From an optimization exercise on the open Yosys and OpenROAD flow, aimed at a short achievable clock period and few clock cycles per item; shortcuts taken in it are not production practice. Function was checked by simulation only, so behaviour that the tests miss may differ from the original.

==> 12-07: inputs <==
==> flow/design.v (excerpt) <==
module pn_top (
    input  logic               clk,
    input  logic               rst_n,
    input  logic               in_valid,
    input  pn_pkg::mode_t      mode,
    input  logic               operator,
    input  pn_pkg::tok_field_t in,
    output logic               out_valid,
    output pn_pkg::result_t    out
);
==> module pn_prefix_eval, before the edit <==
module pn_prefix_eval (
    input  logic               clk,
    input  logic               rst_n,
    input  logic               clear,       
    input  logic               tok_valid,   
    input  logic               tok_op,
    input  pn_pkg::tok_field_t tok_val,
    output logic               consume,     
    output logic               root_now,    
    output pn_pkg::val_t       root_val,
    output logic               done,        
    output pn_pkg::val_t       res,
    output logic               malformed,
    output logic               busy         
);
    localparam int FD = pn_pkg::FRM_DEPTH;
    pn_pkg::tok_field_t f_op  [FD];         
    logic               f_has [FD];         
    logic               f_raw [FD];         
    logic               f_kx  [FD];         
    logic               f_ka  [FD];
    pn_pkg::val_t       f_l   [FD];
    pn_pkg::val_t       f_lt;               
    logic [2:0]         fcnt;
    pn_pkg::val_t       cval;               
    logic               mp;                 
    pn_pkg::val_t       operand;
    pn_pkg::val_t       full_p;
    pn_pkg::val_t       r_chain;
    pn_pkg::val_t       r_small [8];
    pn_pkg::val_t       r_tok;
    pn_pkg::val_t       r;
    logic               tok_operand;
    logic               stall;
    logic               reduce;
    logic               fill;
    logic               push;
    logic               bad;
    pn_mul_stage i_mul (.clk(clk), .x(f_l[0]), .y(cval), .prod(full_p));
    assign operand     = pn_pkg::val_t'(tok_val);
    assign consume     = tok_valid && !busy;
    assign tok_operand = consume && !tok_op && !done;
    assign stall   = busy && !mp && f_op[0] == pn_pkg::OP_MUL && !f_raw[0];
    assign r_chain = mp ? full_p : pn_pkg::fast_alu(f_op[0], f_l[0], cval, f_raw[0], 1'b0,
                                                         f_kx[0], f_ka[0], 1'b0, 1'b0);
    always_comb begin
        for (int k = 0; k < 8; k++)
            r_small[k] = pn_pkg::fast_alu(f_op[0], f_lt, pn_pkg::val_t'(k), 1'b0, 1'b0, 1'b0, 1'b0,
                                          k[2] ^ k[1], k[2] & k[1]);
        r_tok = r_small[tok_val];
    end
    assign reduce = (busy && !stall) || (tok_operand && fcnt != '0 && f_has[0]);
    assign fill   = tok_operand && fcnt != '0 && !f_has[0];
    assign push   = consume && tok_op && !done && fcnt != 3'(FD);
    assign bad    = consume && (done || (tok_op && fcnt == 3'(FD)));
    assign r      = busy ? r_chain : r_tok;
    assign root_now = (reduce && fcnt == 3'd1) || (tok_operand && fcnt == '0);
    assign root_val = reduce ? r : operand;
    always_ff @(posedge clk) begin
        if (reduce) begin
            for (int i = 0; i < FD - 1; i++) begin
                f_op[i]  <= f_op[i+1];
                f_has[i] <= f_has[i+1];
                f_raw[i] <= f_raw[i+1];
                f_kx[i]  <= f_kx[i+1];
                f_ka[i]  <= f_ka[i+1];
                f_l[i]   <= f_l[i+1];
            end
            f_lt <= f_l[1];
            if (!f_has[1]) begin
                f_has[0] <= 1'b1;
                f_raw[0] <= 1'b0;
                f_l[0]   <= r;
                f_lt     <= r;
            end
            cval <= r;
        end else if (push) begin
            f_op[0]  <= tok_val;
            f_has[0] <= 1'b0;
            f_lt     <= '0;                 
            for (int i = 1; i < FD; i++) begin
                f_op[i]  <= f_op[i-1];
                f_has[i] <= f_has[i-1];
                f_raw[i] <= f_raw[i-1];
                f_kx[i]  <= f_kx[i-1];
                f_ka[i]  <= f_ka[i-1];
                f_l[i]   <= f_l[i-1];
            end
        end else if (fill) begin
            f_has[0] <= 1'b1;
            f_raw[0] <= 1'b1;
            f_kx[0]  <= tok_val[2] ^ tok_val[1];
            f_ka[0]  <= tok_val[2] & tok_val[1];
            f_l[0]   <= operand;
            f_lt     <= operand;
        end
        if (root_now)
            res <= root_val;
    end
    always_ff @(posedge clk or negedge rst_n) begin
        if (!rst_n) begin
            fcnt      <= '0;
            busy      <= 1'b0;
            done      <= 1'b0;
            malformed <= 1'b0;
            mp        <= 1'b0;
        end else if (clear) begin
            fcnt      <= '0;
            busy      <= 1'b0;
            done      <= 1'b0;
            malformed <= 1'b0;
            mp        <= 1'b0;
        end else begin
            mp <= stall;
            if (reduce) begin
                fcnt <= fcnt - 1'b1;
                busy <= (fcnt != 3'd1) && f_has[1];
            end else if (push) begin
                fcnt <= fcnt + 1'b1;
            end
            if (root_now)
                done <= 1'b1;
            if (bad)
                malformed <= 1'b1;
        end
    end
endmodule
export LEC_CHECK = 0
export CAP_MARGIN = 20
export CORE_MARGIN = 2
export CORE_UTILIZATION = 40
export SLEW_MARGIN = 20
create_clock -name core_clock -period 11.0 [get_ports {clk}]
standard.sh (not shown) runs the stock make flow with config.mk's settings and CLKGATE_MAP_FILE= SYNTH_SCRIPT=/design/flow/synth_recipe.tcl, a recipe that flattens the netlist after the stock synthesis.
==> flow/flow/run.sh <==
#!/bin/bash
set -euo pipefail
bash standard.sh SETUP_SLACK_MARGIN=8 finish > standard_flow.log 2>&1
==> 04-27 (differences from 12-07) <==
--- a/flow/design.v
+++ b/flow/design.v
@@ -272,18 +272,67 @@
     logic               bad;
     pn_mul_stage i_mul (.clk(clk), .x(f_l[0]), .y(cval), .prod(full_p));
     assign operand     = pn_pkg::val_t'(tok_val);
     assign consume     = tok_valid && !busy;
     assign tok_operand = consume && !tok_op && !done;
     assign stall   = busy && !mp && f_op[0] == pn_pkg::OP_MUL && !f_raw[0];
-    assign r_chain = mp ? full_p : pn_pkg::fast_alu(f_op[0], f_l[0], cval, f_raw[0], 1'b0,
-                                                         f_kx[0], f_ka[0], 1'b0, 1'b0);
     always_comb begin
-        for (int k = 0; k < 8; k++)
-            r_small[k] = pn_pkg::fast_alu(f_op[0], f_lt, pn_pkg::val_t'(k), 1'b0, 1'b0, 1'b0, 1'b0,
-                                          k[2] ^ k[1], k[2] & k[1]);
+        pn_pkg::val_t s, ns, fast;
+        s  = f_l[0] + cval;
+        ns = (~f_l[0]) + (~cval) + pn_pkg::val_t'(2);
+        case (f_op[0])
+            pn_pkg::OP_ADD:     fast = s;
+            pn_pkg::OP_SUB:     fast = f_l[0] - cval;
+            pn_pkg::OP_MUL:     fast = pn_pkg::mul_op(cval, f_l[0][1:0], f_kx[0], f_ka[0]);
+            pn_pkg::OP_ABS_SUM: fast = s[pn_pkg::VAL_W-1] ? ns : s;
+            default:            fast = '0;
+        endcase
+        r_chain = mp ? full_p : fast;
+    end
+    logic [pn_pkg::VAL_W-4:0] lh, lh_inc, lh_dec;
+    pn_pkg::val_t             m3, m5, m7;
+    pn_pkg::val_t             r_add [8];         
+    pn_pkg::val_t             r_sub [8];         
+    pn_pkg::val_t             r_mul [8];         
+    pn_pkg::val_t             r_abs [8];         
+    assign lh     = f_lt[pn_pkg::VAL_W-1:3];
+    assign lh_inc = lh + 1'b1;
+    assign lh_dec = lh - 1'b1;
+    assign m3     = f_lt + (f_lt << 1);
+    assign m5     = f_lt + (f_lt << 2);
+    assign m7     = (f_lt << 3) - f_lt;
+    assign r_mul[0] = '0;
+    assign r_mul[1] = f_lt;
+    assign r_mul[2] = f_lt << 1;
+    assign r_mul[3] = m3;
+    assign r_mul[4] = f_lt << 2;
+    assign r_mul[5] = m5;
+    assign r_mul[6] = m3 << 1;
+    assign r_mul[7] = m7;
+    for (genvar k = 0; k < 8; k++) begin : g_small
+        logic [3:0] lo_add, lo_sub;
+        assign lo_add   = {1'b0, f_lt[2:0]} + 4'(k);
+        assign lo_sub   = {1'b0, f_lt[2:0]} - 4'(k);
+        assign r_add[k] = {lo_add[3] ? lh_inc : lh, lo_add[2:0]};
+        assign r_sub[k] = {lo_sub[3] ? lh_dec : lh, lo_sub[2:0]};
+        if (k == 0) begin : g_k0
+            assign r_abs[k] = r_add[0][pn_pkg::VAL_W-1] ? ~r_sub[1] : r_add[0];
+        end else begin : g_kn
+            assign r_abs[k] = r_add[k][pn_pkg::VAL_W-1] ? ~r_add[k-1] : r_add[k];
+        end
+    end
+    always_comb begin
+        for (int k = 0; k < 8; k++) begin
+            case (f_op[0])
+                pn_pkg::OP_ADD:     r_small[k] = r_add[k];
+                pn_pkg::OP_SUB:     r_small[k] = r_sub[k];
+                pn_pkg::OP_MUL:     r_small[k] = r_mul[k];
+                pn_pkg::OP_ABS_SUM: r_small[k] = r_abs[k];
+                default:            r_small[k] = '0;
+            endcase
+        end
         r_tok = r_small[tok_val];
     end
     assign reduce = (busy && !stall) || (tok_operand && fcnt != '0 && f_has[0]);
     assign fill   = tok_operand && fcnt != '0 && !f_has[0];
     assign push   = consume && tok_op && !done && fcnt != 3'(FD);
     assign bad    = consume && (done || (tok_op && fcnt == 3'(FD)));
==> flow/config.mk (replaced) <==
export PLATFORM = sky130hd
export DESIGN_NAME = pn_top
export DESIGN_NICKNAME = pn_top
export VERILOG_FILES = /design/flow/design.v
export SDC_FILE = /design/flow/constraint.sdc
export NUM_CORES = 4
export LEC_CHECK = 0
export CAP_MARGIN = 20
export CORE_MARGIN = 2
export CORE_UTILIZATION = 60
export SLEW_MARGIN = 20
==> 11-09 (differences from 12-07) <==
--- a/flow/design.v
+++ b/flow/design.v
@@ -19,32 +19,28 @@
         RECEIVE,     
         DRAIN,       
         REPLAY,      
         REPLAY_END,  
         REJECT       
     } seq_state_t;
-    function automatic val_t mul_op(input val_t b, input logic [1:0] k, input logic kx,
-                                    input logic ka);
+    function automatic val_t mul_op(input val_t b, input tok_field_t k);
         val_t hi, lo;
-        hi = kx ? (b << 2) : (ka ? (b << 3) : '0);
+        hi = (k[2] ^ k[1]) ? (b << 2) : ((k[2] & k[1]) ? (b << 3) : '0);
         lo = k[0] ? b : (k[1] ? (b << 1) : '0);
         lo = k[1] ? ~lo : lo;
         mul_op = hi + lo + val_t'(k[1]);
     endfunction
     function automatic val_t fast_alu(input tok_field_t op, input val_t x, input val_t y,
-                                      input logic x_raw, input logic sub_rev,
-                                      input logic x_kx, input logic x_ka,
-                                      input logic y_kx, input logic y_ka);
+                                      input logic x_raw, input logic sub_rev);
         val_t s, ns;
         s  = x + y;
         ns = (~x) + (~y) + val_t'(2);            
         case (op)
             OP_ADD:     fast_alu = s;
             OP_SUB:     fast_alu = sub_rev ? (y - x) : (x - y);
-            OP_MUL:     fast_alu = x_raw ? mul_op(y, x[1:0], x_kx, x_ka)
-                                         : mul_op(x, y[1:0], y_kx, y_ka);
+            OP_MUL:     fast_alu = x_raw ? mul_op(y, x[2:0]) : mul_op(x, y[2:0]);
             OP_ABS_SUM: fast_alu = s[VAL_W-1] ? ns : s;
             default:    fast_alu = '0;
         endcase
     endfunction
     function automatic logic fits_small(input val_t x);
         fits_small = (x[VAL_W-1:SML_W-1] == '0) || (x[VAL_W-1:SML_W-1] == '1);
@@ -147,86 +143,66 @@
     input  logic               clear,       
     input  logic               tok_valid,
     input  logic               tok_op,
     input  pn_pkg::tok_field_t tok_val,
     input  logic               swap,        
     output logic               consume,     
-    output logic               busy,        
     output pn_pkg::val_t       result       
 );
     localparam int SD = pn_pkg::TOK_DEPTH - 1;
     pn_pkg::val_t     acc;                  
     logic             acc_raw;              
     pn_pkg::val_t     stk     [SD];         
     logic             stk_raw [SD];
-    logic             acc_kx, acc_ka;       
-    logic             stk_kx [SD], stk_ka [SD];
     pn_pkg::val_t     bottom;
     pn_pkg::tok_idx_t depth;
     logic             mp;                   
-    logic             mp_bottom;            
     pn_pkg::val_t     operand;
     pn_pkg::val_t     full_p;
     pn_pkg::val_t     op_res;
-    logic             is_pop, mul_full, do_push, do_pop;
+    logic             is_pop, stall, do_push, do_pop;
     pn_mul_stage i_mul (.clk(clk), .x(stk[0]), .y(acc), .prod(full_p));
     assign operand = pn_pkg::val_t'(tok_val);
     assign is_pop  = tok_valid && tok_op && (depth >= 2);
-    assign mul_full = tok_val == pn_pkg::OP_MUL && !acc_raw && !stk_raw[0];
-    assign consume  = tok_valid && !mp;
-    assign busy     = mp;
+    assign stall   = is_pop && !mp && tok_val == pn_pkg::OP_MUL && !acc_raw && !stk_raw[0];
+    assign consume = tok_valid && !stall;
     assign do_push = consume && !tok_op && (depth < pn_pkg::TOK_DEPTH);
     assign do_pop  = consume && is_pop;
-    assign op_res  = pn_pkg::fast_alu(tok_val, stk[0], acc, stk_raw[0], swap,
-                                                       stk_kx[0], stk_ka[0], acc_kx, acc_ka);
+    assign op_res  = mp ? full_p : pn_pkg::fast_alu(tok_val, stk[0], acc, stk_raw[0], swap);
     always_ff @(posedge clk) begin
         if (do_push) begin
             acc        <= operand;
             acc_raw    <= 1'b1;
-            acc_kx     <= tok_val[2] ^ tok_val[1];
-            acc_ka     <= tok_val[2] & tok_val[1];
             stk[0]     <= acc;
             stk_raw[0] <= acc_raw;
-            stk_kx[0]  <= acc_kx;
-            stk_ka[0]  <= acc_ka;
             for (int i = 1; i < SD; i++) begin
                 stk[i]     <= stk[i-1];
                 stk_raw[i] <= stk_raw[i-1];
-                stk_kx[i]  <= stk_kx[i-1];
-                stk_ka[i]  <= stk_ka[i-1];
             end
         end else if (do_pop) begin
             acc     <= op_res;
             acc_raw <= 1'b0;
             for (int i = 0; i < SD - 1; i++) begin
                 stk[i]     <= stk[i+1];
                 stk_raw[i] <= stk_raw[i+1];
-                stk_kx[i]  <= stk_kx[i+1];
-                stk_ka[i]  <= stk_ka[i+1];
             end
-        end else if (mp) begin
-            acc <= full_p;
         end
         if (do_push && depth == '0)
             bottom <= operand;
         else if (do_pop && depth == pn_pkg::tok_idx_t'(2))
             bottom <= op_res;
-        else if (mp && mp_bottom)
-            bottom <= full_p;
-        if (do_pop)
-            mp_bottom <= (depth == pn_pkg::tok_idx_t'(2));
     end
     always_ff @(posedge clk or negedge rst_n) begin
         if (!rst_n) begin
             depth <= '0;
             mp    <= 1'b0;
         end else if (clear) begin
             depth <= '0;
             mp    <= 1'b0;
         end else begin
-            mp <= do_pop && mul_full;
+            mp <= stall;
             if (do_push)
                 depth <= depth + 1'b1;
             else if (do_pop)
                 depth <= depth - 1'b1;
         end
     end
@@ -248,16 +224,13 @@
     output logic               busy         
 );
     localparam int FD = pn_pkg::FRM_DEPTH;
     pn_pkg::tok_field_t f_op  [FD];         
     logic               f_has [FD];         
     logic               f_raw [FD];         
-    logic               f_kx  [FD];         
-    logic               f_ka  [FD];
     pn_pkg::val_t       f_l   [FD];
-    pn_pkg::val_t       f_lt;               
     logic [2:0]         fcnt;
     pn_pkg::val_t       cval;               
     logic               mp;                 
     pn_pkg::val_t       operand;
     pn_pkg::val_t       full_p;
     pn_pkg::val_t       r_chain;
@@ -272,18 +245,16 @@
     logic               bad;
     pn_mul_stage i_mul (.clk(clk), .x(f_l[0]), .y(cval), .prod(full_p));
     assign operand     = pn_pkg::val_t'(tok_val);
     assign consume     = tok_valid && !busy;
     assign tok_operand = consume && !tok_op && !done;
     assign stall   = busy && !mp && f_op[0] == pn_pkg::OP_MUL && !f_raw[0];
-    assign r_chain = mp ? full_p : pn_pkg::fast_alu(f_op[0], f_l[0], cval, f_raw[0], 1'b0,
-                                                         f_kx[0], f_ka[0], 1'b0, 1'b0);
+    assign r_chain = mp ? full_p : pn_pkg::fast_alu(f_op[0], f_l[0], cval, f_raw[0], 1'b0);
     always_comb begin
         for (int k = 0; k < 8; k++)
-            r_small[k] = pn_pkg::fast_alu(f_op[0], f_lt, pn_pkg::val_t'(k), 1'b0, 1'b0, 1'b0, 1'b0,
-                                          k[2] ^ k[1], k[2] & k[1]);
+            r_small[k] = pn_pkg::fast_alu(f_op[0], f_l[0], pn_pkg::val_t'(k), 1'b0, 1'b0);
         r_tok = r_small[tok_val];
     end
     assign reduce = (busy && !stall) || (tok_operand && fcnt != '0 && f_has[0]);
     assign fill   = tok_operand && fcnt != '0 && !f_has[0];
     assign push   = consume && tok_op && !done && fcnt != 3'(FD);
     assign bad    = consume && (done || (tok_op && fcnt == 3'(FD)));
@@ -293,43 +264,33 @@
     always_ff @(posedge clk) begin
         if (reduce) begin
             for (int i = 0; i < FD - 1; i++) begin
                 f_op[i]  <= f_op[i+1];
                 f_has[i] <= f_has[i+1];
                 f_raw[i] <= f_raw[i+1];
-                f_kx[i]  <= f_kx[i+1];
-                f_ka[i]  <= f_ka[i+1];
                 f_l[i]   <= f_l[i+1];
             end
-            f_lt <= f_l[1];
             if (!f_has[1]) begin
                 f_has[0] <= 1'b1;
                 f_raw[0] <= 1'b0;
                 f_l[0]   <= r;
-                f_lt     <= r;
             end
             cval <= r;
         end else if (push) begin
             f_op[0]  <= tok_val;
             f_has[0] <= 1'b0;
-            f_lt     <= '0;                 
             for (int i = 1; i < FD; i++) begin
                 f_op[i]  <= f_op[i-1];
                 f_has[i] <= f_has[i-1];
                 f_raw[i] <= f_raw[i-1];
-                f_kx[i]  <= f_kx[i-1];
-                f_ka[i]  <= f_ka[i-1];
                 f_l[i]   <= f_l[i-1];
             end
         end else if (fill) begin
             f_has[0] <= 1'b1;
             f_raw[0] <= 1'b1;
-            f_kx[0]  <= tok_val[2] ^ tok_val[1];
-            f_ka[0]  <= tok_val[2] & tok_val[1];
             f_l[0]   <= operand;
-            f_lt     <= operand;
         end
         if (root_now)
             res <= root_val;
     end
     always_ff @(posedge clk or negedge rst_n) begin
         if (!rst_n) begin
@@ -387,13 +348,13 @@
     logic               h_valid, h_op;
     pn_pkg::tok_field_t h_val;
     logic               consume;
     logic               p_consume, p_root_now, p_done, p_malformed, p_busy;
     pn_pkg::val_t       p_root_val, p_res;
     logic               replay;
-    logic               s_valid, s_op, s_consume, s_busy;
+    logic               s_valid, s_op, s_consume;
     pn_pkg::tok_field_t s_val;
     pn_pkg::val_t       s_result;
     logic               ended;
     logic               q_empty_after;
     logic               fire_post, fire_pre, fire_rep, fire;
     logic               fallback;
@@ -445,24 +406,23 @@
         .clear     (s_clear),
         .tok_valid (s_valid),
         .tok_op    (s_op),
         .tok_val   (s_val),
         .swap      (replay),
         .consume   (s_consume),
-        .busy      (s_busy),
         .result    (s_result)
     );
     assign consume = h_valid && (pre_q ? p_consume : s_consume) && !replay;
     assign ended         = (state == pn_pkg::RECEIVE && !in_valid) || state == pn_pkg::DRAIN;
     assign q_empty_after = p_consume ? ((rp + 1'b1) == wr) : q_empty;
     assign fire_pre  = ended && pre_q && !p_malformed && q_empty_after &&
                        (p_root_now || (p_done && !p_consume));
     assign fallback  = ended && pre_q && !fire_pre &&
                        (p_malformed || (q_empty && !p_busy && !p_done));
-    assign fire_post = ended && !pre_q && q_empty && !s_busy;
-    assign fire_rep  = state == pn_pkg::REPLAY_END && !s_busy;
+    assign fire_post = ended && !pre_q && q_empty;
+    assign fire_rep  = state == pn_pkg::REPLAY_END;
     assign fire      = fire_post || fire_pre || fire_rep;
     assign fire_val  = ({pn_pkg::VAL_W{fire_pre &&  p_root_now}} & p_root_val) |
                        ({pn_pkg::VAL_W{fire_pre && !p_root_now}} & p_res) |
                        ({pn_pkg::VAL_W{fire_post || fire_rep}}   & s_result);
     always_comb begin
         state_d = state;
@@ -477,13 +437,13 @@
                 else if (fallback)
                     state_d = pn_pkg::REPLAY;
                 else
                     state_d = pn_pkg::DRAIN;
             end
             pn_pkg::REPLAY:     if (ridx == '0 && s_consume) state_d = pn_pkg::REPLAY_END;
-            pn_pkg::REPLAY_END: if (!s_busy) state_d = pn_pkg::IDLE;
+            pn_pkg::REPLAY_END: state_d = pn_pkg::IDLE;
             default:            state_d = pn_pkg::IDLE;
         endcase
     end
     always_ff @(posedge clk or negedge rst_n) begin
         if (!rst_n) begin
             state     <= pn_pkg::IDLE;
==> flow/flow/run.sh (replaced) <==
#!/bin/bash
set -euo pipefail
bash standard.sh SETUP_SLACK_MARGIN=7.5 finish > standard_flow.log 2>&1
==> comparison <==
Between 12-07 and 11-09, the lower sequential share of layout area is in 12-07 (gap 0.58 points).
First-iteration DRC count: 11-09 is smaller than 12-07 (about 7%).
12-07 completed without violations. 04-27 never finished: it broke off in global routing on GRT-0116. 11-09 produced a clean layout.
Against 11-09, the die area of 12-07 is higher by about 4%.
Cell count: 12-07 is higher than 11-09 (about 6%).
Testbench counts of 12-07, summed over its fixed seeds: cycles 35,588, exprs 3,200.
Testbench counts of 04-27, summed over its fixed seeds: cycles 35,588, exprs 3,200.
Testbench counts of 11-09, summed over its fixed seeds: cycles 35,588, exprs 3,200.

==> separate check: timing with driven ports <==
Ports are ideal in the flow. The routed layouts listed here were re-timed in OpenROAD. Step 1: set_driving_cell puts a clkbuf_16 on clk and a buf_2 on each other input, an assumption about the parent block. Step 2 moves the port delays by t, midway between the first and last clock arrival at a register: inputs arrive t later, outputs are due t later. That takes back most of the time a late clock gives input paths. Three values: ideal ports, drivers, drivers and shift; two values: the first two.
run	t (ns)	slack for setup (ns)	worst hold slack (ns)	clock arrival spread, ns	pins driven straight from the clock port
12-07	0.792	6.384 / 6.384 / 5.914	0.464 / 0.464 / 0.464	0.086 / 0.086	1
11-09	0.763	6.515 / 6.515 / 6.086	0.446 / 0.446 / 0.446	0.074 / 0.074	1
After both steps every run listed still meets setup and hold. For 12-07, which loses most, drivers alone change the setup slack by 0.000 ns; drivers and shift together by -0.470 ns.
